From an optimization exercise on the open Yosys and OpenROAD flow, aimed at small area and a short achievable clock period; shortcuts taken in it are not production practice. The flow treats the clock pin as an ideal source, which a real chip does not have.

Setup of willow:
==> module sync_fifo, before the edit <==
module sync_fifo #(
	parameter int width = 32
)
(
	input  logic                  rst,
	input  logic                  afi_phy_clk,
	input  logic [width-1:0]      data,
	input  logic                  req,
	input  logic                  pop,
	output logic [3:0][width-1:0] slots,
	output logic [3:0]            head,
	output logic                  ready,
	output logic                  pending
);
	logic [3:0] wr_en;
	logic [3:0] wr_hold;
	logic [3:0] wr_sel;
	logic [3:0] wr_next;
	logic [3:0] wr_sel_next;
	logic [3:0] head_next;
	logic       ready_next;
	logic       push;
	logic       fills;
	logic       drains;
	assign push        = req && ready;
	assign wr_sel      = ready ? wr_en : head;
	assign wr_next     = {wr_sel[2:0], wr_sel[3]};
	assign head_next   = {head[2:0], head[3]};
	assign fills       = |(wr_next & head);
	assign drains      = |(head_next & wr_sel);
	assign wr_sel_next = push ? wr_next : wr_sel;
	assign ready_next  = (push && !pop) ? !fills : ((pop && !push) ? 1'b1 : ready);
	always_ff @(posedge afi_phy_clk)
	begin
		for (int k = 0; k < 4; k++)
		begin
			slots[k] <= ({width{wr_en[k]}} & data) | ({width{wr_hold[k]}} & slots[k]);
		end
	end
	always_ff @(posedge afi_phy_clk)
	begin
		if (rst)
		begin
			wr_en   <= 4'b0001;
			wr_hold <= 4'b1110;
			head    <= 4'b0001;
			ready   <= 1'b1;
			pending <= 1'b0;
		end
		else
		begin
			if (pop)
			begin
				head <= head_next;
			end
			wr_en   <= wr_sel_next & {4{ready_next}};
			wr_hold <= ~(wr_sel_next & {4{ready_next}});
			ready   <= ready_next;
			if (push && !pop)
			begin
				pending <= 1'b1;
			end
			else if (pop && !push)
			begin
				pending <= !drains;
			end
		end
	end
endmodule
==> flow/config.mk <==
export PLATFORM = sky130hd
export DESIGN_NAME = ddr_port_mux
export DESIGN_NICKNAME = ddr_port_mux
export VERILOG_FILES = /design/flow/design.v
export SDC_FILE = /design/flow/constraint.sdc
export NUM_CORES = 4
export LEC_CHECK = 0
export CAP_MARGIN = 20
export CORE_MARGIN = 2
export CORE_UTILIZATION = 65
export CTS_CLUSTER_DIAMETER = 60
export CTS_CLUSTER_SIZE = 30
export SETUP_SLACK_MARGIN = 5
export SLEW_MARGIN = 20
==> flow/constraint.sdc <==
create_clock -name core_clock -period 8.0 [get_ports {afi_phy_clk}]
set_input_delay 1.6000 -clock core_clock [delete_from_list [all_inputs] [get_ports {afi_phy_clk}]]
set_output_delay 1.6000 -clock core_clock [all_outputs]
set_load 0.01 [all_outputs]
standard.sh (not shown) runs the stock make flow with config.mk's settings and CLKGATE_MAP_FILE= SYNTH_SCRIPT=/design/flow/synth_recipe.tcl, a recipe that flattens the netlist after the stock synthesis.
==> flow/flow/run.sh <==
#!/bin/bash
# standard layout with a tighter setup margin for repair_timing, small port
# buffers, free resizing, smaller clock-tree leaf buffers, and the clock
# tree's root buffer dropped after CTS, before its timing repair
set -euo pipefail
export SKIP_CTS_REPAIR_TIMING=1
export POST_CTS_TCL=$PWD/flow/noroot.tcl
export CTS_ARGS="-sink_clustering_enable -sink_clustering_size 18 -sink_clustering_max_diameter 60 -repair_clock_nets -sink_clustering_buffer sky130_fd_sc_hd__clkbuf_8"
bash standard.sh SETUP_SLACK_MARGIN=5.4 "BUFFER_PORTS_ARGS=-buffer_cell sky130_fd_sc_hd__buf_1" MATCH_CELL_FOOTPRINT=0 SKIP_CTS_REPAIR_TIMING=1 POST_CTS_TCL=$PWD/flow/noroot.tcl "CTS_ARGS=$CTS_ARGS" finish > standard_flow.log 2>&1
==> flow/flow/noroot.tcl <==
set block [ord::get_db_block]
proc sink_iterms {net} {
  set l {}
  foreach it [$net getITerms] { if {[$it isInputSignal]} { lappend l $it } }
  return $l
}
set pnet [[$block findBTerm afi_phy_clk] getNet]
set roots [sink_iterms $pnet]
if {[llength $roots] == 1} {
  set root [[lindex $roots 0] getInst]
  set rnet [[$root findITerm X] getNet]
  set loads [sink_iterms $rnet]
  set ok [expr {[llength $loads] >= 1 && [llength $loads] <= 4}]
  foreach l $loads {
    if {![string match sky130_fd_sc_hd__clkbuf_* [[[$l getInst] getMaster] getName]]} { set ok 0 }
  }
  if {$ok} {
    puts "noroot: removing [$root getName], port now drives [llength $loads] buffers"
    [lindex $roots 0] disconnect
    foreach l $loads { $l disconnect; $l connect $pnet }
    [$root findITerm X] disconnect
    odb::dbInst_destroy $root
    odb::dbNet_destroy $rnet
  } else {
    puts "noroot: tree shape not as expected, left unchanged"
  }
}
estimate_parasitics -placement
repair_timing_helper
set result [catch { detailed_placement } msg]
if { $result != 0 } {
  error "Detailed placement failed after CTS repair: $msg"
}
check_placement -verbose
estimate_parasitics -placement
Changes in indigo relative to willow:
-- flow/design.v --
<<< willow, line 23
	output logic                  pending
);
	logic [3:0] wr_en;
	logic [3:0] wr_hold;
	logic [3:0] wr_sel;
	logic [3:0] wr_next;
	logic [3:0] wr_sel_next;
	logic [3:0] head_next;
	logic       ready_next;
	logic       push;
	logic       fills;
	logic       drains;
	assign push        = req && ready;
	assign wr_sel      = ready ? wr_en : head;
	assign wr_next     = {wr_sel[2:0], wr_sel[3]};
	assign head_next   = {head[2:0], head[3]};
	assign fills       = |(wr_next & head);
	assign drains      = |(head_next & wr_sel);
	assign wr_sel_next = push ? wr_next : wr_sel;
	assign ready_next  = (push && !pop) ? !fills : ((pop && !push) ? 1'b1 : ready);
	always_ff @(posedge afi_phy_clk)
	begin
		for (int k = 0; k < 4; k++)
		begin
			slots[k] <= ({width{wr_en[k]}} & data) | ({width{wr_hold[k]}} & slots[k]);
		end
	end
>>> indigo, line 23
	output logic                  pending
);
	logic [1:0] wr_ptr;
	logic [1:0] rd_ptr;
	logic [1:0] wr_next;
	logic [1:0] rd_next;
	logic       push;
	logic       fills;
	logic       drains;
	assign push    = req && ready;
	assign wr_next = wr_ptr + 2'd1;
	assign rd_next = rd_ptr + 2'd1;
	assign fills   = (wr_next == rd_ptr);
	assign drains  = (rd_next == wr_ptr);
	always_comb
	begin
		for (int k = 0; k < 4; k++)
		begin
			head[k] = (rd_ptr == 2'(k));
		end
	end
	always_ff @(posedge afi_phy_clk)
	begin
		for (int k = 0; k < 4; k++)
		begin
			if (ready && wr_ptr == 2'(k))
			begin
				slots[k] <= data;
			end
		end
	end
<<< willow, line 52
		if (rst)
		begin
			wr_en   <= 4'b0001;
			wr_hold <= 4'b1110;
			head    <= 4'b0001;
			ready   <= 1'b1;
			pending <= 1'b0;
>>> indigo, line 56
		if (rst)
		begin
			wr_ptr  <= '0;
			rd_ptr  <= '0;
			ready   <= 1'b1;
			pending <= 1'b0;
<<< willow, line 62
			if (pop)
			begin
				head <= head_next;
			end
			wr_en   <= wr_sel_next & {4{ready_next}};
			wr_hold <= ~(wr_sel_next & {4{ready_next}});
			ready   <= ready_next;
			if (push && !pop)
			begin
				pending <= 1'b1;
			end
			else if (pop && !push)
			begin
				pending <= !drains;
			end
>>> indigo, line 65
			if (pop)
			begin
				rd_ptr <= rd_next;
			end
			if (push)
			begin
				wr_ptr <= wr_next;
			end
			if (push && !pop)
			begin
				ready   <= !fills;
				pending <= 1'b1;
			end
			else if (pop && !push)
			begin
				ready   <= 1'b1;
				pending <= !drains;
			end
==> comparison <==
indigo | stages: all done | timing, DRC, antenna: all pass. Global-route wire length before repair (willow / indigo): 1.5. Sequential share of layout area ends up lower on willow. met3 capacity usage during global routing was higher in the run labelled willow. Compared with willow, in indigo final antenna-violating net count essentially unchanged; share of the clock period used by the worst path decreased 0.52 points. The run showing the greater vias per cell is willow. indigo does better than willow on top achievable clock speed. Between willow and indigo, the flow reports count of inverters not on the clock network in the layout decreasing by a few percent. Comparing indigo and willow, the higher area added between synthesis and finish was measured on indigo. The core utilization in indigo sits 1.4 points above the value recorded for willow.
No run of this note included a check of the RTL's function; only the layout flow was run.

==> re-timing with driven ports <==
In the flow no input, the clock included, has a driving cell. The finished layouts below were timed again as built, in two steps. Step 1 sets driving cells, clkbuf_16 on the clock port and buf_2 on the other inputs (assumed; they add their load-dependent delay and slew). Step 2 times the ports against the registers' clock, not the clock port: input delays grow and output delays shrink by t, the midpoint of the rising clock arrivals with the driver on. Three values: ideal, step 1, step 2; two values: the first two.
| run | t (ns) | setup slack, ns | worst setup path at the end |
|---|---|---|---|
| willow | 0.547 | 5.317 / 5.189 / 5.057 | input to register |
| indigo | 0.534 | 5.359 / 5.231 / 4.932 | input to register |
After both steps setup and hold are still met in every run listed. The setup slack of indigo, which loses most, moves by -0.128 ns with the drivers and by -0.427 ns with both steps.
